Source: an optimization exercise on an open RTL-to-GDS flow (aim: small area, a short achievable clock period and few clock cycles per item). Production flows keep margins and buffers that such runs may drop.
At most, simulation tests tie the RTL to the original design; equivalence was not proved.
Function not checked in run 3: the RTL went through the layout flow alone.
Power and IR drop assume default switching activity.

`flow/config.mk`:
```
export PLATFORM = sky130hd
export DESIGN_NAME = wall_grid_neighbor_smoothing_core
export DESIGN_NICKNAME = wall_grid_neighbor_smoothing_core
export VERILOG_FILES = /design/flow/design.v
export SDC_FILE = /design/flow/constraint.sdc
export NUM_CORES = 4
export LEC_CHECK = 0
export CAP_MARGIN = 20
export CORE_MARGIN = 2
export CORE_UTILIZATION = 60
export CTS_BUF_LIST = sky130_fd_sc_hd__clkbuf_16
export CTS_CLUSTER_DIAMETER = 80
export CTS_CLUSTER_SIZE = 30
export HOLD_SLACK_MARGIN = 0
export SETUP_SLACK_MARGIN = 2.9
export SLEW_MARGIN = 20
```
`flow/constraint.sdc`:
```
create_clock -name core_clock -period 5.0 [get_ports {clk}]
set_input_delay 1.0000 -clock core_clock [delete_from_list [all_inputs] [get_ports {clk}]]
set_output_delay 1.0000 -clock core_clock [all_outputs]
set_load 0.01 [all_outputs]
```
`flow/design.v`:
```
package wgns_pkg;
	localparam int MAX_WIDTH  = 256;
	localparam int MAX_HEIGHT = 256;
	localparam int COL_W      = $clog2(MAX_WIDTH);
	localparam int ROW_W      = $clog2(MAX_HEIGHT);
	localparam int SIZE_W     = 9;
	localparam int THR_W      = 4;
	localparam int CFG_IDX_W  = 2;
	localparam int CFG_DATA_W = SIZE_W;
	localparam int IN_DATA_W  = 8;
	localparam int OUT_DATA_W = 24;
	localparam int OUT_USER_W = 2;
	localparam logic [SIZE_W-1:0] RST_WIDTH   = SIZE_W'(64);
	localparam logic [SIZE_W-1:0] RST_HEIGHT  = SIZE_W'(64);
	localparam logic [THR_W-1:0]  RST_KEEP    = THR_W'(5);
	localparam logic [THR_W-1:0]  RST_GROW    = THR_W'(6);
	localparam logic [CFG_IDX_W-1:0] REG_GRID_WIDTH  = 2'd0;
	localparam logic [CFG_IDX_W-1:0] REG_GRID_HEIGHT = 2'd1;
	localparam logic [CFG_IDX_W-1:0] REG_WALL_KEEP   = 2'd2;
	localparam logic [CFG_IDX_W-1:0] REG_FLOOR_GROW  = 2'd3;
endpackage
module wgns_seg #(
	parameter int LEN = 1
) (
	input  logic clk,
	input  logic en,
	input  logic sel,
	input  logic d,
	output logic q
);
	logic [LEN-1:0] sr;
	always_ff @(posedge clk) begin
		if (en) begin
			sr <= {sr, d};
		end
	end
	assign q = sel ? sr[LEN-1] : d;
endmodule
module wgns_line_buf (
	input  logic       clk,
	input  logic       en,
	input  logic [7:0] sel,
	input  logic       d,
	output logic       q
);
	logic s128, s64, s32, s16, s8, s4, s2, s1;
	logic r1, r2;
	wgns_seg #(.LEN(128)) u_s128 (.clk(clk), .en(en), .sel(sel[7]), .d(d),    .q(s128));
	wgns_seg #(.LEN(64))  u_s64  (.clk(clk), .en(en), .sel(sel[6]), .d(s128), .q(s64));
	wgns_seg #(.LEN(32))  u_s32  (.clk(clk), .en(en), .sel(sel[5]), .d(s64),  .q(s32));
	wgns_seg #(.LEN(16))  u_s16  (.clk(clk), .en(en), .sel(sel[4]), .d(s32),  .q(s16));
	always_ff @(posedge clk) begin
		if (en) begin
			r1 <= s16;
		end
	end
	wgns_seg #(.LEN(8))   u_s8   (.clk(clk), .en(en), .sel(sel[3]), .d(r1),   .q(s8));
	wgns_seg #(.LEN(4))   u_s4   (.clk(clk), .en(en), .sel(sel[2]), .d(s8),   .q(s4));
	wgns_seg #(.LEN(2))   u_s2   (.clk(clk), .en(en), .sel(sel[1]), .d(s4),   .q(s2));
	wgns_seg #(.LEN(1))   u_s1   (.clk(clk), .en(en), .sel(sel[0]), .d(s2),   .q(s1));
	always_ff @(posedge clk) begin
		if (en) begin
			r2 <= s1;
		end
	end
	assign q = r2;
endmodule
module wall_grid_neighbor_smoothing_core (
	input  logic                                clk,
	input  logic                                arst_n,
	input  logic                                s_axis_tvalid,
	output logic                                s_axis_tready,
	input  logic [wgns_pkg::IN_DATA_W-1:0]      s_axis_tdata,   
	output logic                                m_axis_tvalid,
	input  logic                                m_axis_tready,
	output logic [wgns_pkg::OUT_DATA_W-1:0]     m_axis_tdata,   
	output logic [wgns_pkg::OUT_USER_W-1:0]     m_axis_tuser,   
	output logic                                m_axis_tlast,   
	input  logic                                cfg_we,
	input  logic [wgns_pkg::CFG_IDX_W-1:0]      cfg_index,
	input  logic [wgns_pkg::CFG_DATA_W-1:0]     cfg_wdata
);
	localparam int DEPTH = 8;    
	localparam int PTR_W = $clog2(DEPTH);
	logic [7:0] sat3;
	logic [7:0] wv_q, hv_q;    
	logic [3:0] keep_thr_q, grow_thr_q;
	assign sat3 = (cfg_wdata < 9'd3)   ? 8'd0 :
	              (cfg_wdata > 9'd256) ? 8'd253 : 8'(cfg_wdata - 9'd3);
	always_ff @(posedge clk or negedge arst_n) begin
		if (!arst_n) begin
			wv_q       <= 8'(wgns_pkg::RST_WIDTH - 3);
			hv_q       <= 8'(wgns_pkg::RST_HEIGHT - 3);
			keep_thr_q <= wgns_pkg::RST_KEEP;
			grow_thr_q <= wgns_pkg::RST_GROW;
		end else if (cfg_we) begin
			case (cfg_index)
				wgns_pkg::REG_GRID_WIDTH:  wv_q       <= sat3;
				wgns_pkg::REG_GRID_HEIGHT: hv_q       <= sat3;
				wgns_pkg::REG_WALL_KEEP:   keep_thr_q <= cfg_wdata[3:0];
				wgns_pkg::REG_FLOOR_GROW:  grow_thr_q <= cfg_wdata[3:0];
				default: ;
			endcase
		end
	end
	logic       tready_q, iv_q, ibit_q, ok_q, adv_q, push_q;
	logic       in_acc, iv_n, ok_n;
	logic [3:0] res_q;           
	logic [3:0] res_adv;
	logic [7:0] cd_q, rd_q;
	logic       fc_q, fr_q, r1_q, lc_q, lr_q;    
	logic       lc_n;
	assign in_acc = s_axis_tvalid && tready_q;
	assign iv_n   = in_acc || (iv_q && !adv_q);
	logic has_a, has_b;
	assign has_a = !fr_q && !fc_q;
	assign has_b = lc_q || lr_q;
	assign res_adv = res_q + (adv_q ? 4'(has_a) + 4'(has_b) : 4'd0);
	logic [1:0] res_inc;
	assign res_inc = adv_q ? 2'(has_a) + 2'(has_b) : 2'd0;
	always_comb begin
		if (!adv_q)
			ok_n = res_q <= 4'(DEPTH - 2);
		else if (has_a && has_b)
			ok_n = res_q <= 4'(DEPTH - 4);
		else if (has_a || has_b)
			ok_n = res_q <= 4'(DEPTH - 3);
		else
			ok_n = res_q <= 4'(DEPTH - 2);
	end
	assign lc_n    = adv_q ? (!lc_q && (cd_q == ~wv_q)) : lc_q;
	assign s_axis_tready = tready_q;
	always_ff @(posedge clk or negedge arst_n) begin
		if (!arst_n) begin
			tready_q <= 1'b0;
			iv_q     <= 1'b0;
			ok_q     <= 1'b1;
			adv_q    <= 1'b0;
			push_q   <= 1'b0;
		end else begin
			tready_q <= !iv_n || ok_n;
			iv_q     <= iv_n;
			ok_q     <= ok_n;
			adv_q    <= iv_n && ok_n;
			push_q   <= iv_n && ok_n && !lc_n;
		end
	end
	always_ff @(posedge clk) begin
		if (in_acc) begin
			ibit_q <= s_axis_tdata[0];
		end
	end
	always_ff @(posedge clk or negedge arst_n) begin
		if (!arst_n) begin
			cd_q <= '0;
			rd_q <= '0;
			fc_q <= 1'b1;
			fr_q <= 1'b1;
			r1_q <= 1'b0;
			lc_q <= 1'b0;
			lr_q <= 1'b0;
		end else if (adv_q) begin
			lc_q <= lc_n;
			if (lc_q) begin
				cd_q <= '0;
				fc_q <= 1'b1;
				if (lr_q) begin
					rd_q <= '0;
					fr_q <= 1'b1;
					r1_q <= 1'b0;
					lr_q <= 1'b0;
				end else begin
					rd_q <= rd_q - 1'b1;
					fr_q <= 1'b0;
					r1_q <= fr_q;
					lr_q <= rd_q == ~hv_q;
				end
			end else begin
				cd_q <= cd_q - 1'b1;
				fc_q <= 1'b0;
			end
		end
	end
	logic mid_bit, top_bit;    
	wgns_line_buf u_row1 (
		.clk (clk),
		.en  (push_q),
		.sel (wv_q),
		.d   (ibit_q),
		.q   (mid_bit)
	);
	wgns_line_buf u_row2 (
		.clk (clk),
		.en  (push_q),
		.sel (wv_q),
		.d   (mid_bit),
		.q   (top_bit)
	);
	logic [1:0] new_sum, s1_sum_q, s2_sum_q;
	logic       m2_q;           
	logic       t_eff, b_eff;
	logic [3:0] ge, ge_q;
	logic       has_a1_q, has_b1_q, bbit1_q;
	assign t_eff   = top_bit || r1_q;
	assign b_eff   = ibit_q || lr_q;
	assign new_sum = lc_q ? 2'd3 : 2'(t_eff) + 2'(mid_bit) + 2'(b_eff);
	logic [9:0] keep_t, grow_t, thr_t, thr_s;
	always_comb begin
		for (int j = 0; j < 10; j++) begin
			keep_t[j] = 4'(j) > keep_thr_q;
			grow_t[j] = 4'(j) >= grow_thr_q;
		end
		thr_t = m2_q ? keep_t : grow_t;
		thr_s = thr_t >> s1_sum_q;
		ge    = 4'(thr_s >> (fc_q ? 2'd3 : s2_sum_q));
	end
	always_ff @(posedge clk) begin
		if (adv_q) begin
			s1_sum_q <= fc_q ? 2'd3 : s2_sum_q;
			s2_sum_q <= new_sum;
			m2_q     <= mid_bit;
			ge_q     <= ge;
			has_a1_q <= has_a;
			has_b1_q <= has_b;
			bbit1_q  <= ibit_q;
		end
	end
	logic p1_q, abit;
	assign abit = ge_q[s2_sum_q];
	always_ff @(posedge clk or negedge arst_n) begin
		if (!arst_n)
			p1_q <= 1'b0;
		else
			p1_q <= adv_q;
	end
	logic [DEPTH-1:0] fifo_q;
	logic [PTR_W:0]   wptr_q, rptr_q, wptr_n, rptr1;
	logic [PTR_W-1:0] wptr1;
	logic             wr_a, wr_b, take, ne_q, ne_n;
	assign wr_a  = p1_q && has_a1_q;
	assign wr_b  = p1_q && has_b1_q;
	assign wptr1 = wptr_q[PTR_W-1:0] + 1'b1;
	always_ff @(posedge clk) begin
		for (int k = 0; k < DEPTH; k++) begin
			if (wr_a && wptr_q[PTR_W-1:0] == PTR_W'(k))
				fifo_q[k] <= abit;
			else if (wr_b && (wr_a ? wptr1 : wptr_q[PTR_W-1:0]) == PTR_W'(k))
				fifo_q[k] <= bbit1_q;
		end
	end
	assign wptr_n   = wptr_q + (PTR_W+1)'(wr_a) + (PTR_W+1)'(wr_b);
	assign rptr1    = rptr_q + 1'b1;
	assign ne_n     = take ? (wptr_n != rptr1) : (wptr_n != rptr_q);
	always_ff @(posedge clk or negedge arst_n) begin
		if (!arst_n) begin
			wptr_q <= '0;
			rptr_q <= '0;
			ne_q   <= 1'b0;
			res_q  <= '0;
		end else begin
			wptr_q <= wptr_n;
			rptr_q <= take ? rptr1 : rptr_q;
			ne_q   <= ne_n;
			res_q  <= res_q + {2'b00, res_inc} - {3'b000, take};
		end
	end
	logic       ov_q, owall_q, osm_q, orl_q, olast_q, start_q;
	logic [7:0] ocol_q, orow_q;
	logic       f_xw2_q, f_yh2_q, f_yh1_q;    
	logic       n_sm, n_rl, n_last, n_xw2, n_yh2, n_yh1;
	logic [7:0] n_col, n_row;
	logic       eq_wm3, eq_hm3;
	assign eq_wm3 = ocol_q == wv_q;
	assign eq_hm3 = orow_q == hv_q;
	always_comb begin
		n_sm   = 1'b0;
		n_rl   = 1'b1;
		n_last = 1'b0;
		n_xw2  = 1'b0;
		n_yh2  = 1'b0;
		n_yh1  = 1'b0;
		n_col  = ocol_q;
		n_row  = orow_q;
		if (start_q || olast_q) begin
			n_col = wv_q + 8'd2;
			n_row = '0;
		end else if (!osm_q) begin
			if (f_yh1_q) begin
				n_sm  = 1'b1;
				n_rl  = 1'b0;
				n_row = hv_q + 8'd1;
				n_xw2 = f_xw2_q;
				n_yh2 = 1'b1;
			end else if (f_yh2_q) begin
				n_col = '0;
				n_row = orow_q + 1'b1;
				n_yh1 = 1'b1;
			end else begin
				n_sm  = 1'b1;
				n_col = '0;
			end
		end else begin
			if (f_yh2_q) begin
				n_col  = ocol_q + 1'b1;
				n_row  = orow_q + 1'b1;
				n_xw2  = eq_wm3;
				n_yh1  = 1'b1;
				n_last = f_xw2_q;
			end else if (f_xw2_q) begin
				n_col = ocol_q + 1'b1;
				n_row = orow_q + 1'b1;
				n_yh2 = eq_hm3;
			end else begin
				n_sm  = 1'b1;
				n_col = ocol_q + 1'b1;
				n_xw2 = eq_wm3;
				n_rl  = !eq_wm3;
				n_yh2 = f_yh2_q;
			end
		end
	end
	assign take = ne_q && (m_axis_tready || !ov_q);
	always_ff @(posedge clk or negedge arst_n) begin
		if (!arst_n) begin
			ov_q    <= 1'b0;
			start_q <= 1'b1;
		end else begin
			ov_q <= take || (ov_q && !m_axis_tready);
			if (take)
				start_q <= 1'b0;
		end
	end
	logic [20:0] oreg_q, oreg_n;
	assign oreg_n = ({21{take}}  & {fifo_q[rptr_q[PTR_W-1:0]], n_row, n_col, n_rl, n_sm, n_last}) |
	                ({21{!take}} & oreg_q);
	always_ff @(posedge clk or negedge arst_n) begin
		if (!arst_n)
			oreg_q <= '0;
		else
			oreg_q <= oreg_n;
	end
	assign {owall_q, orow_q, ocol_q, orl_q, osm_q, olast_q} = oreg_q;
	always_ff @(posedge clk) begin
		if (take) begin
			f_xw2_q <= n_xw2;
			f_yh2_q <= n_yh2;
			f_yh1_q <= n_yh1;
		end
	end
	assign m_axis_tvalid = ov_q;
	assign m_axis_tdata  = {7'd0, owall_q, orow_q, ocol_q};
	assign m_axis_tuser  = {orl_q, osm_q};
	assign m_axis_tlast  = olast_q;
endmodule
```
`flow/run.sh`:
```
#!/bin/bash
# synth_recipe.tcl (not shown) runs the flow's synth.tcl, then flattens the netlist and writes it again
# the make line also repeats each setting of config.mk as NAME=value (left out here)
make -C /OpenROAD-flow-scripts/flow DESIGN_CONFIG=/design/flow/config.mk WORK_HOME=/design/flow/orfs CLKGATE_MAP_FILE= SYNTH_SCRIPT=/design/flow/synth_recipe.tcl finish
```
==> results of run 1 <==
## power groups by stage
stage	Clock, mW	Combinational [mW]	Sequential (mW)
after detailed placement	0	2.50	8.25
after floorplan	0	1.45	8.58
after global placement	0	2.45	8.25
after global routing	3.06	3.18	8.19
final	2.77	2.86	8.06
after CTS	2.89	2.79	8.07
## kinds of logic after synthesis
family | after synthesis | share of synthesized area
XOR/XNOR | 65 | 0.0255
multiplexers | 46 | 0.0244
flip-flops | 623 | 0.819
other | 1 | 0.000168
AND/OR/NAND/NOR | 228 | 0.0523
buffers and inverters | 92 | 0.0172
AO/OA/AOI/OAI | 159 | 0.0456
adder cells (fa/ha/maj) | 26 | 0.0156
## final cells by class
class                      instances  area (sq um)  share of cell area
clock buffer                      30           751              0.0302
clock inverter                    22           234             0.00940
inverter                          42           170             0.00684
multi-input combinational        532          3930               0.158
sequential                       623         18300               0.737
tap                              468           586              0.0235
timing repair buffer              98           873              0.0351
timing repair inverter             1          8.76            0.000352
## layer usage
layer / GRT usage / wire length [microns] / up-vias
met5: 0 / 0 / -
met4: 0.0395 / 716 / 0
met3: 0.0279 / 1490 / 51
met2: 0.240 / 13800 / 203
met1: 0.281 / 16900 / 5176
li1: - / - / 4869
## flip-flops by register name, indices dropped and copies added (netlist names), 16 cells and up, named ones only
signal,count
u_row2.u_s16.sr,16
u_row1.u_s32.sr,32
u_row1.u_s128.sr,128
u_row1.u_s16.sr,16
u_row2.u_s64.sr,64
u_row1.u_s64.sr,64
u_row2.u_s128.sr,128
u_row2.u_s32.sr,32
## metrics by stage
| step | utilization | setup WS, ns | instance area [sq um] | hold slack (ns) |
|---|---|---|---|---|
| finish | 0.680 | 2.80 | 24900 | 0.398 |
| global route | 0.680 | 2.74 | 24900 | 0.398 |
| CTS | 0.675 | 2.73 | 24700 | 0.397 |
| detailed placement | 0.636 | 1.61 | 23300 | 0.405 |
| global placement | 0.636 | 1.61 | 23300 | 0.401 |
| floorplan | - | 0.791 | 22500 | 0.400 |
## path summary, 6_finish.rpt
| path | startpoint | to | slack [ns] |
|---|---|---|---|
| setup / recovery | tready_q$_DFF_PN0_ | s_axis_tready | 2.80 |
| hold / removal | u_row2.u_s64.sr[31]$_DFFE_PP_ | u_row2.u_s64.sr[32]$_DFFE_PP_ | 0.40 |
| setup reg to reg | p1_q$_DFF_PN0_ | ne_q$_DFF_PN0_ | 2.86 |
| hold reg to reg | u_row2.u_s64.sr[31]$_DFFE_PP_ | u_row2.u_s64.sr[32]$_DFFE_PP_ | 0.40 |
| max in group asynchronous | arst_n | fc_q$_DFFE_PN1P_ | 3.65 |
| min in group asynchronous | arst_n | asynchronous set/reset pin | 0.46 |
## layout by cell type, fill, tap and decap left out, types with 5 or more instances in the layout
master | Yosys | final
edfxtp_1 | 538 | 538
nand2_1 | 62 | 60
buf_4 | 10 | 54
dfrtp_1 | 68 | 49
o21ai_0 | 49 | 43
inv_1 | 42 | 42
nor2_1 | 39 | 35
xnor2_1 | 39 | 35
mux2_2 | 38 | 32
nand3_1 | 33 | 31
a21oi_1 | 37 | 31
clkbuf_16 | 0 | 30
xor2_1 | 26 | 25
ha_1 | 23 | 20
nor3_1 | 19 | 18
dfrtp_2 | 0 | 18
dfstp_2 | 17 | 17
buf_6 | 0 | 17
nor4_1 | 14 | 12
clkdlybuf4s50_1 | 0 | 9
a211oi_1 | 9 | 8
buf_2 | 1 | 8
and3_1 | 7 | 7
nor2b_1 | 7 | 7
o22ai_1 | 7 | 7
nand2b_1 | 8 | 7
conb_1 | 1 | 7
mux2_4 | 0 | 6
o21ai_1 | 0 | 6
nor3b_1 | 5 | 5
o311ai_0 | 6 | 5
or4_1 | 5 | 5
a21oi_2 | 0 | 5
o31ai_1 | 6 | 5
a31oi_1 | 5 | 5
mux2i_1 | 5 | 5
nand4_1 | 5 | 5
buf_12 | 0 | 5
## repair_timing
item                       4_1_cts  5_1_grt
hold buffers                     0        0
setup buffers                   43       10
pin swaps                        6        4
resized for setup              160       32
gates cloned                     2        0
setup endpoints to repair       69       50
==> impl_results.md, run 1 <==
- Tcrit/Tclk final: 0.440
- Hold crit path type: flop to flop
- DRT Pass-1 Iters: 4
- EDFF count, synth: 538
- Total power: 13.7 mW
- Final GP Congestion: 0.846
- Final cell count without fillers: 1,816
- Yosys warnings: 10
- Ant. Diodes: 0
- Final nets: 1,377
- Psw: 3.94 mW
- Pint: 9.75 mW
- Sequential Power Share: 0.589
- First-pass GRT wire length: 51.8 mm
- HPWL after detailed placement: 18.4 mm
- Crit Path Max Fanout: 2
- Core ar.: 36,600 sq um
- Fraction of layout cells with a size suffix above 1: 0.194
- I/O pin count: 53
- GRT overflow: 0
- Final Max Tran Viols: 0
- Top-count cell post-synth: edfxtp_1
- Area growth from synthesis to layout: 11.4%
- Die W: 197 microns
- Endpoints failing setup: 0
- Post-layout min period: 2.20 ns
- Residual DRC: 0
- CP required: 4.00 ns
- Pwr Density: 550 nW/um^2
- Slowest cell on the critical path: dfrtp_1
- Max VDD drop: 0.000474 V
- FMAX: 455 MHz
- Vias in the first global route: 9,593
- Yosys top cell area share: 0.723
- Worst path bufs/invs: 1
- Clock share of power: 0.202
- Crit path launch type: flop
- Final Hold Fails: 0
- Post-synthesis register bit count: 623
- Relative slew slack: 0.458
- Sw Share: 0.288
- CP top delay family: flip-flops
- P_leak: 8.09 nW
- Critical Path Stages: 1
- CP cell instances: buf_2
- Register area share after synthesis: 0.819
- Initial antenna violation count: 0
- Max Cap Viol: 0
- Synthesized area: 22,300 sq um
- # rows: 70
- Worst Skew: 0.0268 ns
- DR iter-0 viols: 706
- Yosys cell types: 67
- Synthesized area per cell: 18.0 sq um
- Cell taking the most area after synthesis: edfxtp_1
- Initial Utilization: 0.610
- RSZ-0062 raised after global routing: true
- Synthesized instance count: 1,240
- IO buf count: 38
- Hold depth: 0
- CTS root buffer: clkbuf_16
- Vias per Instance: 5.67
- Main flop type after synthesis: edfxtp_1
- Pin count of the biggest net entering global routing: 149
- Worst Tran Pin Value: 0.812 ns
- Clock Path Buffers: 3
- R2R cell count: 7
- Share of power burned in combinational logic: 0.209
- Skew-Pair Late Insertion Delay: 0.61 ns
- WP data arrival: 1.20 ns
- Crit Path Category: flop to output port
- Setup TNS: 0 ns
- # clock sinks: 623
- DP Cell Count: 1,709
- FILL cells: 2,450
- ANT nets after route: 0
- Die footprint: 38,800 sq um
- Outcome: finished clean
- Worst Setup End Kind: output port
- H-tree Lvls: 1
- Clk slew on worst S/H paths: 0.10 ns
- DIE HEIGHT: 197 microns
- Ys async rst share: 0.136
- CTS tree: yes
- Routed WL: 32.9 mm
- Cts bufs inserted: 29
- Most frequent cells after synthesis: edfxtp_1, dfrtp_1, nand2_1, o21ai_0, inv_1
- Crit-path max cell delay: 0.43 ns
- Global Route Usage Sum: 0.170
- Main area contributors after synthesis: edfxtp_1, dfrtp_1, dfstp_2
- Via count: 10,300
- Avg WL per Cell: 18.1 microns
Testbench counts, summed over its fixed seeds: cycles 72,300, items 68,207.
==> run 2: changes to the inputs <==
--- a/flow/config.mk
+++ b/flow/config.mk
@@ -8,9 +8,9 @@
 export CAP_MARGIN = 20
 export CORE_MARGIN = 2
 export CORE_UTILIZATION = 60
-export CTS_BUF_LIST = sky130_fd_sc_hd__clkbuf_16
-export CTS_CLUSTER_DIAMETER = 80
-export CTS_CLUSTER_SIZE = 30
+export CTS_BUF_LIST = sky130_fd_sc_hd__clkbuf_8
+export CTS_CLUSTER_DIAMETER = 60
+export CTS_CLUSTER_SIZE = 20
 export HOLD_SLACK_MARGIN = 0
 export SETUP_SLACK_MARGIN = 2.9
 export SLEW_MARGIN = 20
==> impl_results.md, run 2 <==
- Outcome: finished clean
- Tcrit/Tclk final: 0.442 (+0.00157)
- Crit-path max cell delay: 0.44 ns (about the same)
- Initial antenna violation count: 0 (unchanged)
- Yosys top cell area share: 0.723 (unchanged)
- Main area contributors after synthesis: edfxtp_1, dfrtp_1, dfstp_2
- Worst Setup End Kind: output port
- Die W: 197 microns (unchanged)
- Final nets: 1,388 (+0.80%)
- Via count: 10,400 (+0.81%)
- Vias in the first global route: 9,676 (+0.87%)
- Worst Tran Pin Value: 0.810 ns (-0.00244 ns)
- Register area share after synthesis: 0.819 (unchanged)
- Slowest cell on the critical path: dfrtp_1
- Setup TNS: 0 ns (unchanged)
- CTS root buffer: clkbuf_8
- Cts bufs inserted: 43 (+48%)
- DR iter-0 viols: 751 (+6.4%)
- Final cell count without fillers: 1,834 (+0.99%)
- Crit path launch type: flop
- Worst Skew: 0.0274 ns (+0.000556 ns)
- HPWL after detailed placement: 18.4 mm (unchanged)
- P_leak: 7.99 nW (-1.2%)
- DP Cell Count: 1,709 (unchanged)
- GRT overflow: 0 (unchanged)
- CP top delay family: flip-flops
- WP data arrival: 1.21 ns (about the same)
- Cell taking the most area after synthesis: edfxtp_1
- Yosys cell types: 67 (unchanged)
- Max VDD drop: 0.000342 V (-28%)
- Final GP Congestion: 0.846 (unchanged)
- IO buf count: 38 (unchanged)
- Post-layout min period: 2.21 ns (+0.00787 ns)
- Vias per Instance: 5.66 (-0.18%)
- Register Area: 18,300 sq um (unchanged)
- Post-Synth Simple-Gate Area: 0.0523 (unchanged)
- Combinational family with the most area after synthesis: simple AND/OR/NAND/NOR gates
- RSZ-0062 raised after global routing: true
- # rows: 70 (unchanged)
- Area of the multi-input gates: 3910 sq um (-0.60%)
- DIE HEIGHT: 197 microns (unchanged)
- Post-synthesis register bit count: 623 (unchanged)
- Mux cell area share after synthesis: 0.0244 (unchanged)
- Clk slew on worst S/H paths: 0.11 ns (about the same)
- Pin count of the biggest net entering global routing: 149 (unchanged)
- First-pass GRT wire length: 52.4 mm (+1.3%)
- Hold crit path type: flop to flop
- ANT nets after route: 0 (unchanged)
- Commonest non-fill, non-tap cells in the layout: edfxtp_1, nand2_1, buf_4
- Max Cap Viol: 0 (unchanged)
- Main flop type after synthesis: edfxtp_1
- CTS tree: yes
- Final Max Tran Viols: 0 (unchanged)
- Worst path bufs/invs: 1 (unchanged)
- Relative slew slack: 0.460 (+0.00163)
- Global Route Usage Sum: 0.175 (+0.00472)
- Synthesized area: 22,300 sq um (unchanged)
- # clock sinks: 623 (unchanged)
- Top Registers: u_row1.u_s128.sr: 128 flops, u_row2.u_s128.sr: 128 flops
- Fraction of layout cells with a size suffix above 1: 0.198 (+0.00330)
- Residual DRC: 0 (unchanged)
- Ant. Diodes: 0 (unchanged)
- FMAX: 453 MHz (-0.36%)
- CP cell instances: buf_2
- Area growth from synthesis to layout: 10.3%
- Die footprint: 38,800 sq um (unchanged)
- Most frequent cells after synthesis: edfxtp_1, dfrtp_1, nand2_1, o21ai_0, inv_1
- Top-count cell post-synth: edfxtp_1
- Routed WL: 33.5 mm (+1.9%)
- Crit Path Category: flop to output port
- CP required: 4.00 ns (about the same)
- FILL cells: 2,468 (+0.73%)
- Final Hold Fails: 0 (unchanged)
- Post-Synth Adder-Cell Area: 0.0156 (unchanged)
- Pwr Density: 541 nW/um^2 (-1.7%)
- EDFF count, synth: 538 (unchanged)
- Avg WL per Cell: 18.3 microns (+0.86%)
- Clock Path Buffers: 3 (unchanged)
- Compound-Gate Fraction of Synth Area: 0.0456 (unchanged)
- Synthesized area per cell: 18.0 sq um (unchanged)
- Synth Area in XOR/XNOR: 0.0255 (unchanged)
- Crit Path Max Fanout: 2 (unchanged)
- Commonest non-fill, non-tap cell in the layout: edfxtp_1
- Synthesized instance count: 1,240 (unchanged)
- I/O pin count: 53 (unchanged)
- Ys async rst share: 0.136 (unchanged)
- H-tree Lvls: 2 (+1)
- Initial Utilization: 0.610 (unchanged)
- Skew-Pair Late Insertion Delay: 0.62 ns (about the same)
- DRT Pass-1 Iters: 4 (unchanged)
- Core ar.: 36,600 sq um (unchanged)
- Yosys warnings: 10 (unchanged)
- Endpoints failing setup: 0 (unchanged)
-- run 2: cell counts after synthesis --
Identical to the previous run, type by type.
-- run 2: power breakdown --
group	switching (mW)	internal (mW)
clock network	1.52	0.871
registers	0.622	7.45
logic	1.72	1.13
-- run 2: cell families (layout without fill, tap and decap cells) --
group	count (synthesis)	count (layout)
AO/OA/AOI/OAI	159	159
AND/OR/NAND/NOR	228	229
flip-flops	623	623
multiplexers	46	46
buffers and inverters	92	211
XOR/XNOR	65	65
adder cells (fa/ha/maj)	26	26
other	1	7
-- run 2: timing repair --
item / CTS / global route
setup endpoints to repair: 64 / 51
cloned: 2 / 0
pin swaps: 5 / 4
buffers inserted: 43 / 7
gates resized for setup: 155 / 28
hold buffers: 0 / 0
-- run 2: path summary, 6_finish.rpt --
kind	cells after the start	slack [ns]	start	endpoint
worst max-delay path	1	2.79	tready_q$_DFF_PN0_	s_axis_tready
worst min-delay path	0	0.42	u_row1.u_s32.sr[23]$_DFFE_PP_	u_row1.u_s32.sr[24]$_DFFE_PP_
worst max register to register	7	2.88	has_a1_q$_DFFE_PP_	ne_q$_DFF_PN0_
worst min register to register	0	0.42	u_row1.u_s32.sr[23]$_DFFE_PP_	u_row1.u_s32.sr[24]$_DFFE_PP_
max in group asynchronous	2	3.65	arst_n	fc_q$_DFFE_PN1P_
min in group asynchronous	1	0.43	arst_n	asynchronous set/reset pin
-- run 2: metal layers --
metal	up-vias	global-route usage	routed length, microns
met4	0	0.0615	742
met1	5242	0.285	17100
li1	4883	-	-
met5	-	0	0
met3	45	0.0308	1420
met2	212	0.239	14200
-- run 2: final cells by class --
type | count | share of cell area
clock buffer | 45 | 0.0251
clock inverter | 28 | 0.00691
inverter | 42 | 0.00691
multi-input combinational | 532 | 0.159
sequential | 623 | 0.744
tap | 468 | 0.0238
timing repair buffer | 95 | 0.0341
timing repair inverter | 1 | 0.000356
-- run 2: worst reg2reg max path, stage by stage (launching register included) --
cell and delay, ns:
edfxtp_1 0.40, and2_4 0.17, inv_2 0.06, fa_2 0.35, inv_2 0.07, ha_2 0.28
xor2_1 0.16, or4b_1 0.50
-- run 2: through the flow --
| step | hold WS, ns | utilization | setup WS [ns] | cell area, sq um | total power, mW |
|---|---|---|---|---|---|
| 4_1_cts | 0.392 | 0.669 | 2.72 | 24500 | 13.4 |
| 5_1_grt | 0.426 | 0.673 | 2.73 | 24600 | 14.1 |
| 6_report | 0.419 | 0.673 | 2.79 | 24600 | 13.3 |
| 3_5_place_dp | 0.405 | 0.636 | 1.61 | 23300 | 10.7 |
| 2_1_floorplan | 0.400 | - | 0.791 | 22500 | 10.0 |
| 3_3_place_gp | 0.401 | 0.636 | 1.61 | 23300 | 10.7 |
==> run 3: changes to the inputs <==
--- a/flow/design.v
+++ b/flow/design.v
@@ -80,8 +80,6 @@
 	input  logic [wgns_pkg::CFG_IDX_W-1:0]      cfg_index,
 	input  logic [wgns_pkg::CFG_DATA_W-1:0]     cfg_wdata
 );
-	localparam int DEPTH = 8;    
-	localparam int PTR_W = $clog2(DEPTH);
 	logic [7:0] sat3;
 	logic [7:0] wv_q, hv_q;    
 	logic [3:0] keep_thr_q, grow_thr_q;
@@ -103,53 +101,47 @@
 			endcase
 		end
 	end
-	logic       tready_q, iv_q, ibit_q, ok_q, adv_q, push_q;
-	logic       in_acc, iv_n, ok_n;
-	logic [3:0] res_q;           
-	logic [3:0] res_adv;
-	logic [7:0] cd_q, rd_q;
-	logic       fc_q, fr_q, r1_q, lc_q, lr_q;    
-	logic       lc_n;
-	assign in_acc = s_axis_tvalid && tready_q;
-	assign iv_n   = in_acc || (iv_q && !adv_q);
-	logic has_a, has_b;
-	assign has_a = !fr_q && !fc_q;
-	assign has_b = lc_q || lr_q;
-	assign res_adv = res_q + (adv_q ? 4'(has_a) + 4'(has_b) : 4'd0);
-	logic [1:0] res_inc;
-	assign res_inc = adv_q ? 2'(has_a) + 2'(has_b) : 2'd0;
+	logic e0_q, e1_q, v0_q, v1_q, tready_q;
+	logic in_acc, adv, push, take;
+	logic v0_n, v1_n;
+	assign in_acc        = s_axis_tvalid && tready_q;
+	assign s_axis_tready = tready_q;
 	always_comb begin
-		if (!adv_q)
-			ok_n = res_q <= 4'(DEPTH - 2);
-		else if (has_a && has_b)
-			ok_n = res_q <= 4'(DEPTH - 4);
-		else if (has_a || has_b)
-			ok_n = res_q <= 4'(DEPTH - 3);
-		else
-			ok_n = res_q <= 4'(DEPTH - 2);
+		v0_n = v0_q;
+		v1_n = v1_q;
+		if (adv) begin
+			v0_n = v1_q || in_acc;
+			v1_n = v1_q && in_acc;
+		end else if (in_acc) begin
+			v0_n = 1'b1;
+			v1_n = v0_q;
+		end
 	end
-	assign lc_n    = adv_q ? (!lc_q && (cd_q == ~wv_q)) : lc_q;
-	assign s_axis_tready = tready_q;
 	always_ff @(posedge clk or negedge arst_n) begin
 		if (!arst_n) begin
+			v0_q     <= 1'b0;
+			v1_q     <= 1'b0;
 			tready_q <= 1'b0;
-			iv_q     <= 1'b0;
-			ok_q     <= 1'b1;
-			adv_q    <= 1'b0;
-			push_q   <= 1'b0;
 		end else begin
-			tready_q <= !iv_n || ok_n;
-			iv_q     <= iv_n;
-			ok_q     <= ok_n;
-			adv_q    <= iv_n && ok_n;
-			push_q   <= iv_n && ok_n && !lc_n;
+			v0_q     <= v0_n;
+			v1_q     <= v1_n;
+			tready_q <= !v1_n;
 		end
 	end
 	always_ff @(posedge clk) begin
-		if (in_acc) begin
-			ibit_q <= s_axis_tdata[0];
-		end
+		if (adv ? !v1_q : !v0_q)
+			e0_q <= s_axis_tdata[0];
+		else if (adv)
+			e0_q <= e1_q;
+		if (in_acc)
+			e1_q <= s_axis_tdata[0];
 	end
+	logic [7:0] cd_q, rd_q;
+	logic       fc_q, fr_q, r1_q, lc_q, lr_q;    
+	logic       has_a, has_b;
+	assign has_a = !fr_q && !fc_q;
+	assign has_b = lc_q || lr_q;
+	assign push  = adv && !lc_q;
 	always_ff @(posedge clk or negedge arst_n) begin
 		if (!arst_n) begin
 			cd_q <= '0;
@@ -159,11 +151,11 @@
 			r1_q <= 1'b0;
 			lc_q <= 1'b0;
 			lr_q <= 1'b0;
-		end else if (adv_q) begin
-			lc_q <= lc_n;
+		end else if (adv) begin
 			if (lc_q) begin
 				cd_q <= '0;
 				fc_q <= 1'b1;
+				lc_q <= 1'b0;
 				if (lr_q) begin
 					rd_q <= '0;
 					fr_q <= 1'b1;
@@ -178,20 +170,21 @@
 			end else begin
 				cd_q <= cd_q - 1'b1;
 				fc_q <= 1'b0;
+				lc_q <= cd_q == ~wv_q;
 			end
 		end
 	end
 	logic mid_bit, top_bit;    
 	wgns_line_buf u_row1 (
 		.clk (clk),
-		.en  (push_q),
+		.en  (push),
 		.sel (wv_q),
-		.d   (ibit_q),
+		.d   (e0_q),
 		.q   (mid_bit)
 	);
 	wgns_line_buf u_row2 (
 		.clk (clk),
-		.en  (push_q),
+		.en  (push),
 		.sel (wv_q),
 		.d   (mid_bit),
 		.q   (top_bit)
@@ -200,9 +193,8 @@
 	logic       m2_q;           
 	logic       t_eff, b_eff;
 	logic [3:0] ge, ge_q;
-	logic       has_a1_q, has_b1_q, bbit1_q;
 	assign t_eff   = top_bit || r1_q;
-	assign b_eff   = ibit_q || lr_q;
+	assign b_eff   = e0_q || lr_q;
 	assign new_sum = lc_q ? 2'd3 : 2'(t_eff) + 2'(mid_bit) + 2'(b_eff);
 	logic [9:0] keep_t, grow_t, thr_t, thr_s;
 	always_comb begin
@@ -215,56 +207,44 @@
 		ge    = 4'(thr_s >> (fc_q ? 2'd3 : s2_sum_q));
 	end
 	always_ff @(posedge clk) begin
-		if (adv_q) begin
+		if (adv) begin
 			s1_sum_q <= fc_q ? 2'd3 : s2_sum_q;
 			s2_sum_q <= new_sum;
 			m2_q     <= mid_bit;
 			ge_q     <= ge;
-			has_a1_q <= has_a;
-			has_b1_q <= has_b;
-			bbit1_q  <= ibit_q;
 		end
 	end
-	logic p1_q, abit;
+	logic pa_q, pb_q, bbit_q, abit, ov_q, r_free;
 	assign abit = ge_q[s2_sum_q];
-	always_ff @(posedge clk or negedge arst_n) begin
-		if (!arst_n)
-			p1_q <= 1'b0;
+	assign take = (pa_q || pb_q) && (m_axis_tready || !ov_q);
+	always_comb begin
+		if (has_a || has_b)
+			r_free = !(pa_q || pb_q) || (take && (pa_q != pb_q));
 		else
-			p1_q <= adv_q;
+			r_free = !pa_q || take;
 	end
-	logic [DEPTH-1:0] fifo_q;
-	logic [PTR_W:0]   wptr_q, rptr_q, wptr_n, rptr1;
-	logic [PTR_W-1:0] wptr1;
-	logic             wr_a, wr_b, take, ne_q, ne_n;
-	assign wr_a  = p1_q && has_a1_q;
-	assign wr_b  = p1_q && has_b1_q;
-	assign wptr1 = wptr_q[PTR_W-1:0] + 1'b1;
-	always_ff @(posedge clk) begin
-		for (int k = 0; k < DEPTH; k++) begin
-			if (wr_a && wptr_q[PTR_W-1:0] == PTR_W'(k))
-				fifo_q[k] <= abit;
-			else if (wr_b && (wr_a ? wptr1 : wptr_q[PTR_W-1:0]) == PTR_W'(k))
-				fifo_q[k] <= bbit1_q;
-		end
-	end
-	assign wptr_n   = wptr_q + (PTR_W+1)'(wr_a) + (PTR_W+1)'(wr_b);
-	assign rptr1    = rptr_q + 1'b1;
-	assign ne_n     = take ? (wptr_n != rptr1) : (wptr_n != rptr_q);
+	assign adv = v0_q && r_free;
 	always_ff @(posedge clk or negedge arst_n) begin
 		if (!arst_n) begin
-			wptr_q <= '0;
-			rptr_q <= '0;
-			ne_q   <= 1'b0;
-			res_q  <= '0;
+			pa_q <= 1'b0;
+			pb_q <= 1'b0;
 		end else begin
-			wptr_q <= wptr_n;
-			rptr_q <= take ? rptr1 : rptr_q;
-			ne_q   <= ne_n;
-			res_q  <= res_q + {2'b00, res_inc} - {3'b000, take};
+			if (adv && (has_a || has_b)) begin
+				pa_q <= has_a;
+				pb_q <= has_b;
+			end else if (take) begin
+				if (pa_q)
+					pa_q <= 1'b0;
+				else
+					pb_q <= 1'b0;
+			end
 		end
 	end
-	logic       ov_q, owall_q, osm_q, orl_q, olast_q, start_q;
+	always_ff @(posedge clk) begin
+		if (adv && has_b)
+			bbit_q <= e0_q;
+	end
+	logic       owall_q, osm_q, orl_q, olast_q, start_q;
 	logic [7:0] ocol_q, orow_q;
 	logic       f_xw2_q, f_yh2_q, f_yh1_q;    
 	logic       n_sm, n_rl, n_last, n_xw2, n_yh2, n_yh1;
@@ -319,7 +299,6 @@
 			end
 		end
 	end
-	assign take = ne_q && (m_axis_tready || !ov_q);
 	always_ff @(posedge clk or negedge arst_n) begin
 		if (!arst_n) begin
 			ov_q    <= 1'b0;
@@ -331,7 +310,7 @@
 		end
 	end
 	logic [20:0] oreg_q, oreg_n;
-	assign oreg_n = ({21{take}}  & {fifo_q[rptr_q[PTR_W-1:0]], n_row, n_col, n_rl, n_sm, n_last}) |
+	assign oreg_n = ({21{take}}  & {pa_q ? abit : bbit_q, n_row, n_col, n_rl, n_sm, n_last}) |
 	                ({21{!take}} & oreg_q);
 	always_ff @(posedge clk or negedge arst_n) begin
 		if (!arst_n)
==> impl_results.md, run 3 <==
- IO buf count: 38 (unchanged)
- Post-synthesis register bit count: 601 (-3.5%)
- Yosys warnings: 10 (unchanged)
- Crit-path max cell delay: 0.37 ns (-0.07 ns)
- Crit Path Category: input pin to flop
- Pint: 11.9 mW (+26%)
- First-pass GRT wire length: 52.1 mm (-0.67%)
- Synthesized instance count: 1,150 (-7.3%)
- CTS tree: yes
- Initial antenna violation count: 1 (+1)
- Synthesized area: 21,100 sq um (-5.6%)
- ANT nets after route: 0 (unchanged)
- I/O pin count: 53 (unchanged)
- Final cell count without fillers: 1,806 (-1.5%)
- FILL cells: 2,061 (-16%)
- Skew-Pair Late Insertion Delay: 0.59 ns (-0.03 ns)
- DR iter-0 viols: 779 (+3.7%)
- Most frequent cells after synthesis: edfxtp_1, nand2_1, o21ai_0, dfrtp_1, nor2_1
- Clock Path Buffers: 3 (unchanged)
- DP Cell Count: 1,612 (-5.7%)
- Pwr Density: 666 nW/um^2 (+23%)
- Sw Share: 0.290 (-0.000352)
- Tcrit/Tclk final: 0.447 (+0.00541)
- EDFF count, synth: 529 (-1.7%)
- CP cell instances: buf_2, nand2b_4, a221o_1, o211ai_1, nor2_4, buf_12, buf_12, buf_16, buf_12, clkbuf_16
- Post-layout min period: 2.23 ns (+0.0270 ns)
- RSZ-0062 raised after global routing: true
- Worst Skew: 0.0282 ns (+0.000882 ns)
- R2R cell count: 5 (-2)
- Setup slack after layout: 2.77 ns (-0.0270 ns)
- Clk slew on worst S/H paths: 0.11 ns (about the same)
- Endpoints failing setup: 0 (unchanged)
- # rows: 68 (-2.9%)
- Vias in the first global route: 9,425 (-2.6%)
- Residual DRC: 0 (unchanged)
- Final Max Tran Viols: 0 (unchanged)
- Most frequent CP cell: buf_12
- Share of power burned in combinational logic: 0.334 (+0.119)
- CP top delay family: buffers and inverters
- Sequential Power Share: 0.526 (-0.080)
- Yosys top cell area share: 0.753 (+0.0297)
- Critical Path Stages: 10 (+9)
- Crit Path Max Fanout: 7 (+5)
- Setup TNS: 0 ns (unchanged)
- Synthesized area per cell: 18.3 sq um (+1.8%)
- # clock sinks: 601 (-3.5%)
- Initial Utilization: 0.609 (-0.000882)
- Commonest non-fill, non-tap cells in the layout: edfxtp_1, nand2_1, buf_4
- Worst Tran Pin Value: 0.959 ns (+0.149 ns)
- Global Route Usage Sum: 0.185 (+0.0103)
- H-tree Lvls: 2 (unchanged)
- Hold crit path type: flop to flop
- Max VDD drop: 0.000353 V (+3.1%)
- Die W: 192 microns (-2.8%)
- Commonest non-fill, non-tap cell in the layout: edfxtp_1
- Ys async rst share: 0.120 (-0.0166)
- Pin count of the biggest net entering global routing: 73 (-51%)
- Hold depth: 0 (unchanged)
- Main area contributors after synthesis: edfxtp_1, dfrtp_1, dfstp_2
- Final Hold Fails: 0 (unchanged)
- Area growth from synthesis to layout: 19.2%
- Register area share after synthesis: 0.839 (+0.0199)
- Crit path launch type: input pin
- Via count: 10,200 (-1.4%)
- Outcome: finished clean
- Total power: 16.8 mW (+26%)
- CP required: 5.35 ns (+1.35 ns)
- Max Cap Viol: 0 (unchanged)
- Worst path bufs/invs: 6 (+5)
- Yosys cell types: 65 (-3.0%)
- Fraction of layout cells with a size suffix above 1: 0.238 (+0.0399)
- Psw: 4.86 mW (+26%)
- Relative slew slack: 0.360 (-0.0996)
- Final GP Congestion: 0.802 (-5.1%)
- P_leak: 8.34 nW (+4.4%)
- Top-count cell post-synth: edfxtp_1
- GRT overflow: 0 (unchanged)
- Core ar.: 34,600 sq um (-5.4%)
- Final nets: 1,362 (-1.9%)
- HPWL after detailed placement: 17.2 mm (-6.6%)
- Slowest cell on the critical path: a221o_1
- WP data arrival: 2.59 ns (+1.38 ns)
- Ant. Diodes: 0 (unchanged)
- Vias per Instance: 5.67 (+0.14%)
- Clock share of power: 0.140 (-0.040)
- Routed WL: 36.4 mm (+8.8%)
- Die footprint: 36,700 sq um (-5.4%)
- Worst Setup End Kind: flop
- CTS root buffer: clkbuf_8
- FMAX: 447 MHz (-1.2%)
- Top Registers: u_row1.u_s128.sr: 128 flops, u_row2.u_s128.sr: 128 flops
- Setup WS pre-CTS: 1.39 ns (-0.215 ns)
- Hold_buf cts: 0 (unchanged)
- Cts bufs inserted: 40 (-7.0%)
- DIE HEIGHT: 192 microns (-2.8%)
- Avg WL per Cell: 20.2 microns (+10%)
- DRT Pass-1 Iters: 5 (+1)
- Cell taking the most area after synthesis: edfxtp_1
- Main flop type after synthesis: edfxtp_1
-- run 3: cell count changes in the layout (fill, tap and decap cells not counted), sizes merged, moves of 9 or more --
cell and change:
nor4 -9, nor2 +10, dfrtp -13, inv -20
mux2 -14, o21ai +13, buf +56, nand3 -12
edfxtp -9, xnor2 -9, clkbuf +25, ha -14
-- run 3: worst paths after layout --
path / startpoint / end / slack (ns)
min in group asynchronous: arst_n / asynchronous set/reset pin / 0.53
max: m_axis_tready / u_row2.u_s64.sr[42]$_DFFE_PP_ / 2.77
min reg2reg: u_row1.u_s128.sr[52]$_DFFE_PP_ / u_row1.u_s128.sr[53]$_DFFE_PP_ / 0.42
max in group asynchronous: arst_n / lc_q$_DFFE_PN0N_ / 3.74
min: u_row1.u_s128.sr[52]$_DFFE_PP_ / u_row1.u_s128.sr[53]$_DFFE_PP_ / 0.42
max reg2reg: m2_q$_DFFE_PN_ / ge_q[1]$_DFFE_PN_ / 2.78
-- run 3: per-layer routing --
metal  track usage  share of wire
met3        0.0275          0.051
met1         0.305           0.49
met5             0              0
met4        0.0512          0.019
met2         0.259           0.44
-- run 3: cells by family (layout without fill, tap and decap cells) --
group                      after synthesis  count (layout)  share of synthesized area
and+or+nand+nor                        224             224                     0.0513
buffers and inverters                   72             267                     0.0164
other                                    1               7                   0.000178
xor gates and xnor gates                54              54                     0.0224
adders and majority gates               10              10                    0.00629
AOI/OAI and AO/OA                      158             158                     0.0472
DFF                                    601             601                      0.839
muxes                                   30              30                     0.0170
-- run 3: layout make-up --
| cell class | instances | area (sq um) | area share |
|---|---|---|---|
| Tap cell | 455 | 569 | 0.0226 |
| Inverter | 22 | 90.1 | 0.00358 |
| Sequential cell | 601 | 17700 | 0.705 |
| Clock buffer | 41 | 564 | 0.0224 |
| Clock inverter | 24 | 180 | 0.00716 |
| Multi-Input combinational cell | 483 | 3240 | 0.129 |
| Timing Repair Buffer | 180 | 2790 | 0.111 |
-- run 3: per-stage QoR --
stage / utilization / area (sq um) / hold WS, ns
CTS: 0.694 / 24000 / 0.412
finish: 0.727 / 25200 / 0.415
global placement: 0.637 / 22100 / 0.401
floorplan: - / 21200 / 0.400
global route: 0.727 / 25200 / 0.427
detailed placement: 0.637 / 22100 / 0.405
-- run 3: power by group through the flow --
| stage | sequential, mW | combinational [mW] | clock, mW |
|---|---|---|---|
| finish | 8.82 | 5.60 | 2.34 |
| global route | 8.97 | 6.02 | 2.60 |
| CTS | 8.81 | 4.29 | 2.44 |
| detailed placement | 8.97 | 2.81 | 0 |
| global placement | 8.96 | 2.75 | 0 |
| floorplan | 8.15 | 1.74 | 0 |
-- run 3: repair_timing --
action	CTS	global route
setup endpoints to repair	607	555
cloned	20	40
pin swaps	7	9
resized for setup	189	54
buffers inserted	56	13
==> run 4: changes to the inputs <==
--- a/flow/design.v
+++ b/flow/design.v
@@ -102,14 +102,14 @@
 		end
 	end
 	logic e0_q, e1_q, v0_q, v1_q, tready_q;
-	logic in_acc, adv, push, take;
+	logic in_acc, adv_q, push_q, take;
 	logic v0_n, v1_n;
 	assign in_acc        = s_axis_tvalid && tready_q;
 	assign s_axis_tready = tready_q;
 	always_comb begin
 		v0_n = v0_q;
 		v1_n = v1_q;
-		if (adv) begin
+		if (adv_q) begin
 			v0_n = v1_q || in_acc;
 			v1_n = v1_q && in_acc;
 		end else if (in_acc) begin
@@ -129,19 +129,52 @@
 		end
 	end
 	always_ff @(posedge clk) begin
-		if (adv ? !v1_q : !v0_q)
+		if (adv_q ? !v1_q : !v0_q)
 			e0_q <= s_axis_tdata[0];
-		else if (adv)
+		else if (adv_q)
 			e0_q <= e1_q;
 		if (in_acc)
 			e1_q <= s_axis_tdata[0];
 	end
-	logic [7:0] cd_q, rd_q;
+	logic [7:0] cd_q, rd_q, cd_n, rd_n;
 	logic       fc_q, fr_q, r1_q, lc_q, lr_q;    
-	logic       has_a, has_b;
-	assign has_a = !fr_q && !fc_q;
-	assign has_b = lc_q || lr_q;
-	assign push  = adv && !lc_q;
+	logic       fc_n, fr_n, r1_n, lc_n, lr_n;
+	logic       has_a, has_b, has_a_n, has_b_n;
+	assign has_a   = !fr_q && !fc_q;
+	assign has_b   = lc_q || lr_q;
+	assign has_a_n = !fr_n && !fc_n;
+	assign has_b_n = lc_n || lr_n;
+	always_comb begin
+		cd_n = cd_q;
+		rd_n = rd_q;
+		fc_n = fc_q;
+		fr_n = fr_q;
+		r1_n = r1_q;
+		lc_n = lc_q;
+		lr_n = lr_q;
+		if (adv_q) begin
+			if (lc_q) begin
+				cd_n = '0;
+				fc_n = 1'b1;
+				lc_n = 1'b0;
+				if (lr_q) begin
+					rd_n = '0;
+					fr_n = 1'b1;
+					r1_n = 1'b0;
+					lr_n = 1'b0;
+				end else begin
+					rd_n = rd_q - 1'b1;
+					fr_n = 1'b0;
+					r1_n = fr_q;
+					lr_n = rd_q == ~hv_q;
+				end
+			end else begin
+				cd_n = cd_q - 1'b1;
+				fc_n = 1'b0;
+				lc_n = cd_q == ~wv_q;
+			end
+		end
+	end
 	always_ff @(posedge clk or negedge arst_n) begin
 		if (!arst_n) begin
 			cd_q <= '0;
@@ -151,40 +184,27 @@
 			r1_q <= 1'b0;
 			lc_q <= 1'b0;
 			lr_q <= 1'b0;
-		end else if (adv) begin
-			if (lc_q) begin
-				cd_q <= '0;
-				fc_q <= 1'b1;
-				lc_q <= 1'b0;
-				if (lr_q) begin
-					rd_q <= '0;
-					fr_q <= 1'b1;
-					r1_q <= 1'b0;
-					lr_q <= 1'b0;
-				end else begin
-					rd_q <= rd_q - 1'b1;
-					fr_q <= 1'b0;
-					r1_q <= fr_q;
-					lr_q <= rd_q == ~hv_q;
-				end
-			end else begin
-				cd_q <= cd_q - 1'b1;
-				fc_q <= 1'b0;
-				lc_q <= cd_q == ~wv_q;
-			end
+		end else begin
+			cd_q <= cd_n;
+			rd_q <= rd_n;
+			fc_q <= fc_n;
+			fr_q <= fr_n;
+			r1_q <= r1_n;
+			lc_q <= lc_n;
+			lr_q <= lr_n;
 		end
 	end
 	logic mid_bit, top_bit;    
 	wgns_line_buf u_row1 (
 		.clk (clk),
-		.en  (push),
+		.en  (push_q),
 		.sel (wv_q),
 		.d   (e0_q),
 		.q   (mid_bit)
 	);
 	wgns_line_buf u_row2 (
 		.clk (clk),
-		.en  (push),
+		.en  (push_q),
 		.sel (wv_q),
 		.d   (mid_bit),
 		.q   (top_bit)
@@ -207,42 +227,74 @@
 		ge    = 4'(thr_s >> (fc_q ? 2'd3 : s2_sum_q));
 	end
 	always_ff @(posedge clk) begin
-		if (adv) begin
+		if (adv_q) begin
 			s1_sum_q <= fc_q ? 2'd3 : s2_sum_q;
 			s2_sum_q <= new_sum;
 			m2_q     <= mid_bit;
 			ge_q     <= ge;
 		end
 	end
-	logic pa_q, pb_q, bbit_q, abit, ov_q, r_free;
-	assign abit = ge_q[s2_sum_q];
-	assign take = (pa_q || pb_q) && (m_axis_tready || !ov_q);
+	logic pa_q, pb_q, bbit_q, abit, ov_q, mv, mv_bit;
+	logic pa_n, pb_n;
+	logic q0_q, q1_q, qv0_q, qv1_q, qv0_n, qv1_n;
+	logic adv_n, free_n;
+	assign abit   = ge_q[s2_sum_q];
+	assign mv     = (pa_q || pb_q) && !qv1_q;
+	assign mv_bit = pa_q ? abit : bbit_q;
+	assign take   = qv0_q && (m_axis_tready || !ov_q);
 	always_comb begin
-		if (has_a || has_b)
-			r_free = !(pa_q || pb_q) || (take && (pa_q != pb_q));
+		pa_n = pa_q;
+		pb_n = pb_q;
+		if (adv_q && (has_a || has_b)) begin
+			pa_n = has_a;
+			pb_n = has_b;
+		end else if (mv) begin
+			if (pa_q)
+				pa_n = 1'b0;
+			else
+				pb_n = 1'b0;
+		end
+		qv0_n = qv0_q;
+		qv1_n = qv1_q;
+		if (take) begin
+			qv0_n = qv1_q || mv;
+			qv1_n = 1'b0;
+		end else if (mv) begin
+			qv0_n = 1'b1;
+			qv1_n = qv0_q;
+		end
+		if (has_a_n || has_b_n)
+			free_n = !(pa_n || pb_n) || (!qv1_n && (pa_n != pb_n));
 		else
-			r_free = !pa_q || take;
+			free_n = !pa_n || !qv1_n;
+		adv_n = v0_n && free_n;
 	end
-	assign adv = v0_q && r_free;
 	always_ff @(posedge clk or negedge arst_n) begin
 		if (!arst_n) begin
-			pa_q <= 1'b0;
-			pb_q <= 1'b0;
+			pa_q   <= 1'b0;
+			pb_q   <= 1'b0;
+			qv0_q  <= 1'b0;
+			qv1_q  <= 1'b0;
+			adv_q  <= 1'b0;
+			push_q <= 1'b0;
 		end else begin
-			if (adv && (has_a || has_b)) begin
-				pa_q <= has_a;
-				pb_q <= has_b;
-			end else if (take) begin
-				if (pa_q)
-					pa_q <= 1'b0;
-				else
-					pb_q <= 1'b0;
-			end
+			pa_q   <= pa_n;
+			pb_q   <= pb_n;
+			qv0_q  <= qv0_n;
+			qv1_q  <= qv1_n;
+			adv_q  <= adv_n;
+			push_q <= adv_n && !lc_n;
 		end
 	end
 	always_ff @(posedge clk) begin
-		if (adv && has_b)
+		if (adv_q && has_b)
 			bbit_q <= e0_q;
+		if (take ? !qv1_q : !qv0_q)
+			q0_q <= mv_bit;
+		else if (take)
+			q0_q <= q1_q;
+		if (mv && qv0_q && !take)
+			q1_q <= mv_bit;
 	end
 	logic       owall_q, osm_q, orl_q, olast_q, start_q;
 	logic [7:0] ocol_q, orow_q;
@@ -310,7 +362,7 @@
 		end
 	end
 	logic [20:0] oreg_q, oreg_n;
-	assign oreg_n = ({21{take}}  & {pa_q ? abit : bbit_q, n_row, n_col, n_rl, n_sm, n_last}) |
+	assign oreg_n = ({21{take}}  & {q0_q, n_row, n_col, n_rl, n_sm, n_last}) |
 	                ({21{!take}} & oreg_q);
 	always_ff @(posedge clk or negedge arst_n) begin
 		if (!arst_n)
--- a/flow/config.mk
+++ b/flow/config.mk
@@ -12,5 +12,5 @@
 export CTS_CLUSTER_DIAMETER = 60
 export CTS_CLUSTER_SIZE = 20
 export HOLD_SLACK_MARGIN = 0
-export SETUP_SLACK_MARGIN = 2.9
+export SETUP_SLACK_MARGIN = 3.0
 export SLEW_MARGIN = 20
==> impl_results.md, run 4 <==
- Outcome: finished clean
- WP data arrival: 1.23 ns (-1.36 ns)
- Final Max Tran Viols: 0 (unchanged)
- Final Hold Fails: 0 (unchanged)
- Endpoints failing setup: 0 (unchanged)
- CP top delay family: flip-flops
- Core ar.: 35,400 sq um (+2.2%)
- HPWL after detailed placement: 16.6 mm (-3.6%)
- # clock sinks: 607 (+1.0%)
- Clk slew on worst S/H paths: 0.11 ns (about the same)
- Main area contributors after synthesis: edfxtp_1, dfrtp_1, dfstp_2
- Post-layout min period: 2.23 ns (-0.00705 ns)
- CP cell instances: buf_2
- Pin count of the biggest net entering global routing: 123 (+68%)
- Post-synthesis register bit count: 607 (+1.0%)
- Final GP Congestion: 0.818 (+2.0%)
- CP required: 4.00 ns (-1.35 ns)
- Via count: 9,799 (-4.3%)
- Max Cap Viol: 0 (unchanged)
- Crit Path Max Fanout: 2 (-5)
- Worst path bufs/invs: 1 (-5)
- P_leak: 7.81 nW (-6.4%)
- Routed WL: 32.5 mm (-11%)
- Worst Tran Pin Value: 0.997 ns (+0.0377 ns)
- Tcrit/Tclk final: 0.446 (-0.00141)
- Residual DRC: 0 (unchanged)
- EDFF count, synth: 531 (+0.38%)
- DRT Pass-1 Iters: 5 (unchanged)
- Global Route Usage Sum: 0.173 (-0.0119)
- Most frequent cells after synthesis: edfxtp_1, nand2_1, o21ai_0, dfrtp_1, nor2_1
- H-tree Lvls: 2 (unchanged)
- IO buf count: 38 (unchanged)
- Cts bufs inserted: 41 (+2.5%)
- Main flop type after synthesis: edfxtp_1
- Commonest non-fill, non-tap cell in the layout: edfxtp_1
- GRT overflow: 0 (unchanged)
- Fraction of layout cells with a size suffix above 1: 0.195 (-0.0427)
- Initial antenna violation count: 1 (unchanged)
- Skew-Pair Late Insertion Delay: 0.63 ns (+0.04 ns)
- Total power: 14.0 mW (-17%)
- Final nets: 1,299 (-4.6%)
- Crit path launch type: flop
- Synthesized instance count: 1,164 (+1.2%)
- Relative slew slack: 0.335 (-0.0252)
- I/O pin count: 53 (unchanged)
- Area growth from synthesis to layout: 10.8%
- Hold crit path type: flop to flop
- Commonest non-fill, non-tap cells in the layout: edfxtp_1, nand2_1, buf_4
- Setup TNS: 0 ns (unchanged)
- DP Cell Count: 1,625 (+0.81%)
- Yosys warnings: 10 (unchanged)
- Top Registers: u_row1.u_s128.sr: 128 flops, u_row2.u_s128.sr: 128 flops
- DIE HEIGHT: 193 microns (+0.73%)
- Flop-to-flop setup slack: 2.99 ns (+0.21 ns)
- CTS tree: yes
- RSZ-0062 raised after global routing: true
- Worst Skew: 0.0158 ns (-0.0125 ns)
- Final cell count without fillers: 1,760 (-2.5%)
- Yosys top cell area share: 0.744 (-0.00837)
- Register area share after synthesis: 0.834 (-0.00498)
- Vias in the first global route: 8,952 (-5.0%)
- Top-count cell post-synth: edfxtp_1
- Worst Setup End Kind: output port
- Die footprint: 37,200 sq um (+1.5%)
- FMAX: 449 MHz (+0.32%)
- Vias per Instance: 5.57 (-1.8%)
- Yosys cell types: 66 (+1.5%)
- Cell taking the most area after synthesis: edfxtp_1
- Synthesized area per cell: 18.4 sq um (+0.29%)
- Die W: 193 microns (+0.73%)
- # rows: 69 (+1.5%)
- Crit-path max cell delay: 0.44 ns (+0.07 ns)
- Slowest cell on the critical path: dfrtp_1
- Initial Utilization: 0.605 (-0.00425)
- Clock Path Buffers: 3 (unchanged)
- Setup slack after layout: 2.77 ns (+0.00705 ns)
- Pwr Density: 588 nW/um^2 (-12%)
- Avg WL per Cell: 18.4 microns (-8.6%)
- DR iter-0 viols: 633 (-19%)
- Setup WS pre-CTS: 1.60 ns (+0.208 ns)
- CTS root buffer: clkbuf_8
- ANT nets after route: 0 (unchanged)
- Crit Path Category: flop to output port
- First-pass GRT wire length: 49.0 mm (-6.0%)
- Max VDD drop: 0.000479 V (+36%)
- Synthesized area: 21,400 sq um (+1.5%)
- Ys async rst share: 0.125 (+0.00541)
==> run 4: power by group <==
| part | total (mW) | switching, mW | internal [mW] |
|---|---|---|---|
| Clock | 2.48 | 1.50 | 0.988 |
| Sequential | 8.58 | 0.763 | 7.82 |
| Combinational | 2.90 | 1.78 | 1.12 |
==> run 4: final cells by class <==
type	count	area [sq um]
inverter	22	86.3
timing repair buffer	101	912
antenna	1	2.50
clock buffer	43	592
clock inverter	33	244
multi-input combinational	492	3420
tap	461	577
fill	2391	11700
sequential	607	17900
==> run 4: cells by family after synthesis <==
group,Yosys count,share of synthesized area
flops,607,0.834
simple gates,225,0.0537
compound gates,156,0.0477
buf+inv,72,0.0157
xor+xnor,59,0.0241
mux,34,0.0181
fa+ha+maj,10,0.00619
other cells,1,0.000175
==> run 4: repair_timing <==
action / in CTS / in global routing
hold buffers: 0 / 0
setup buffers: 36 / 21
gates resized for setup: 142 / 38
cloned: 1 / 0
endpoints found under the setup margin: 254 / 114
pin swaps: 5 / 8
==> run 4: layer usage <==
metal / wire (microns) / GRT usage
met1: 16400 / 0.282
met5: 0 / 0
met3: 1500 / 0.0395
met4: 805 / 0.0527
met2: 13700 / 0.235
==> run 4: path summary, 6_finish.rpt <==
| path | depth (start not counted) | from | to |
|---|---|---|---|
| min in group asynchronous | 1 | arst_n | asynchronous set/reset pin |
| hold / removal | 0 | u_row2.u_s128.sr[75]$_DFFE_PP_ | u_row2.u_s128.sr[76]$_DFFE_PP_ |
| setup / recovery | 1 | tready_q$_DFF_PN0_ | s_axis_tready |
| max in group asynchronous | 1 | arst_n | push_q$_DFF_PN0_ |
| setup reg to reg | 4 | wv_q[3]$_DFFE_PN1P_ | u_row2.r2$_DFFE_PP_ |
| hold reg to reg | 0 | u_row2.u_s128.sr[75]$_DFFE_PP_ | u_row2.u_s128.sr[76]$_DFFE_PP_ |
==> run 4: through the flow <==
step | instance area (sq um) | hold slack [ns] | utilization
after detailed placement | 22300 | 0.405 | 0.629
after global routing | 23700 | 0.417 | 0.671
after CTS | 23500 | 0.419 | 0.663
after global placement | 22300 | 0.401 | 0.629
final | 23700 | 0.419 | 0.671
after floorplan | 21500 | 0.400 | -
Testbench counts of run 4, summed over its fixed seeds: cycles 72,316, items 68,207.
==> run 5: changes to the inputs <==
--- a/flow/config.mk
+++ b/flow/config.mk
@@ -12,5 +12,5 @@
 export CTS_CLUSTER_DIAMETER = 60
 export CTS_CLUSTER_SIZE = 20
 export HOLD_SLACK_MARGIN = 0
-export SETUP_SLACK_MARGIN = 3.0
+export SETUP_SLACK_MARGIN = 2.9
 export SLEW_MARGIN = 20
==> impl_results.md, run 5 <==
- Met3 wire len: 1.29 mm (-14%)
- Sw Share: 0.290 (+0.000407)
- Hold crit path type: flop to flop
- Layout Utilization: 0.666 (-0.00424)
- Cell taking the most area after synthesis: edfxtp_1
- Crit path launch type: flop
- Setup WS pre-CTS: 1.75 ns (+0.151 ns)
- Commonest non-fill, non-tap cells in the layout: edfxtp_1, nand2_1, o21ai_0
- Final nets: 1,293 (-0.46%)
- Tcrit/Tclk final: 0.446 (about the same)
- R2R cell count: 7 (+3)
- HPWL after detailed placement: 16.7 mm (+0.54%)
- DIE HEIGHT: 193 microns (unchanged)
- Final GP Congestion: 0.798 (-2.4%)
- Global Route Usage Sum: 0.176 (+0.00279)
- # clock sinks: 607 (unchanged)
- Commonest non-fill, non-tap cell in the layout: edfxtp_1
- Worst path bufs/invs: 1 (unchanged)
- Register area share after synthesis: 0.834 (unchanged)
- Core ar.: 35,400 sq um (unchanged)
- Pwr Density: 586 nW/um^2 (-0.35%)
- RSZ-0062 raised after global routing: true
- Skew-Pair Late Insertion Delay: 0.62 ns (about the same)
- Hold path start: u_row2.u_s16.sr[1]$_DFFE_PP_
- ANT nets after route: 0 (unchanged)
- Routed length on met1: 16.4 mm (about the same)
- FILL cells: 2,379 (-0.50%)
- Outcome: finished clean
- Psw: 4.00 mW (-0.84%)
- Vias per Instance: 5.58 (+0.14%)
- P_leak: 7.66 nW (-1.8%)
- # rows: 69 (unchanged)
- Die footprint: 37,200 sq um (unchanged)
- Synthesized area per cell: 18.4 sq um (unchanged)
- FMAX: 449 MHz (about the same)
- Clock Path Buffers: 3 (unchanged)
- Die W: 193 microns (unchanged)
- CP top delay family: flip-flops
- Routed wl met2: 13.8 mm (+0.55%)
- I/O pin count: 53 (unchanged)
- Hold depth: 0 (unchanged)
- First-pass GRT wire length: 50.1 mm (+2.4%)
- Top Registers: u_row1.u_s128.sr: 128 flops, u_row2.u_s128.sr: 128 flops
- Worst Hold End: u_row2.u_s16.sr[2]$_DFFE_PP_
- Fraction of layout cells with a size suffix above 1: 0.191 (-0.00429)
- Avg WL per Cell: 18.5 microns (+0.34%)
- Clk slew on worst S/H paths: 0.11 ns (about the same)
- Cts bufs inserted: 41 (unchanged)
- Crit Path Category: flop to output port
-- run 5: cell types whose count changed in the layout (fill, tap and decap cells not counted), moves of 3 or more --
cell and delta:
buf_6 -4, clkinv_4 -3, inv_1 -17, o21ai_0 +3, o21ai_1 -3, dfrtp_1 +3
buf_4 -3, clkinvlp_4 +6, dfrtp_2 -3, clkinv_2 +3
-- run 5: timing repair --
item,CTS,global route
gates cloned,1,1
setup buffers,31,18
gates resized for setup,128,31
endpoints found under the setup margin,441,50
pin swaps,4,3
-- run 5: per-layer routing --
metal	vias to the layer above	GRT usage
met5	-	0
met4	0	0.0545
met2	168	0.239
li1	4575	-
met1	4915	0.288
met3	54	0.0355
-- run 5: worst max-delay path by stage --
stage	to	slack, ns	cells after the start
final	s_axis_tready	2.77	1
after global placement	flop	1.79	9
after detailed placement	flop	1.75	9
after CTS	m_axis_tuser[0]	2.64	1
after global routing	s_axis_tready	2.69	1
after floorplan	u_row1.r1$_DFFE_PP_	0.79	0
-- run 5: through the flow --
stage	instance area [sq um]	power [mW]
6_report	23600	13.8
5_1_grt	23600	14.6
4_1_cts	23300	13.8
3_5_place_dp	22200	11.1
3_3_place_gp	22200	11.1
2_1_floorplan	21500	10.4
-- run 5: kinds of logic (layout without fill, tap and decap cells) --
kind of cell / count (synthesis) / count (layout) / share of synthesized area
flip-flops: 607 / 607 / 0.834
multiplexers: 34 / 34 / 0.0181
AO/OA/AOI/OAI: 156 / 156 / 0.0477
adder cells (fa/ha/maj): 10 / 10 / 0.00619
XOR/XNOR: 59 / 59 / 0.0241
buffers and inverters: 72 / 182 / 0.0157
other: 1 / 8 / 0.000175
AND/OR/NAND/NOR: 225 / 225 / 0.0537
-- run 5: layout make-up --
type | instances | area (sq um) | area share
sequential | 607 | 17900 | 0.759
multi-input combinational | 491 | 3390 | 0.144
timing repair buffer | 96 | 880 | 0.0373
clock buffer | 44 | 606 | 0.0257
tap | 461 | 577 | 0.0245
clock inverter | 20 | 144 | 0.00610
inverter | 22 | 86.3 | 0.00366
antenna | 1 | 2.50 | 0.000106
-- run 5: power groups by stage --
stage / Sequential, mW / Clock [mW] / Combinational (mW)
floorplan: 9.08 / 0 / 1.32
global placement: 8.82 / 0 / 2.24
detailed placement: 8.83 / 0 / 2.30
CTS: 8.61 / 2.48 / 2.70
global route: 8.76 / 2.65 / 3.22
finish: 8.59 / 2.36 / 2.89

## what the ideal ports hide
The results above use ideal ports. As a check the final layouts listed here were re-extracted and re-timed, cells and wires unchanged. Step 1 sets driving cells, clkbuf_16 on the clock port and buf_2 on the other inputs (assumed; they add their load-dependent delay and slew). Step 2, shift: input delay + t, output delay - t, t = (earliest + latest rising clock arrival at the registers) / 2. This alone moves slack from input paths to output paths. a / b / c = ideal ports / drivers / drivers and shift; a / b = the first two.
| run | shift t [ns] | slack for setup (ns) |
|---|---|---|
| run 1 | 0.651 | 2.800 / 2.747 / 2.264 |
| run 2 | 0.659 | 2.792 / 2.744 / 2.305 |
| run 3 | 0.621 | 2.765 / 2.777 / 2.176 |
| run 4 | 0.670 | 2.772 / 2.722 / 2.375 |
| run 5 | 0.663 | 2.772 / 2.722 / 2.310 |
After both steps setup and hold are still met in every run listed.
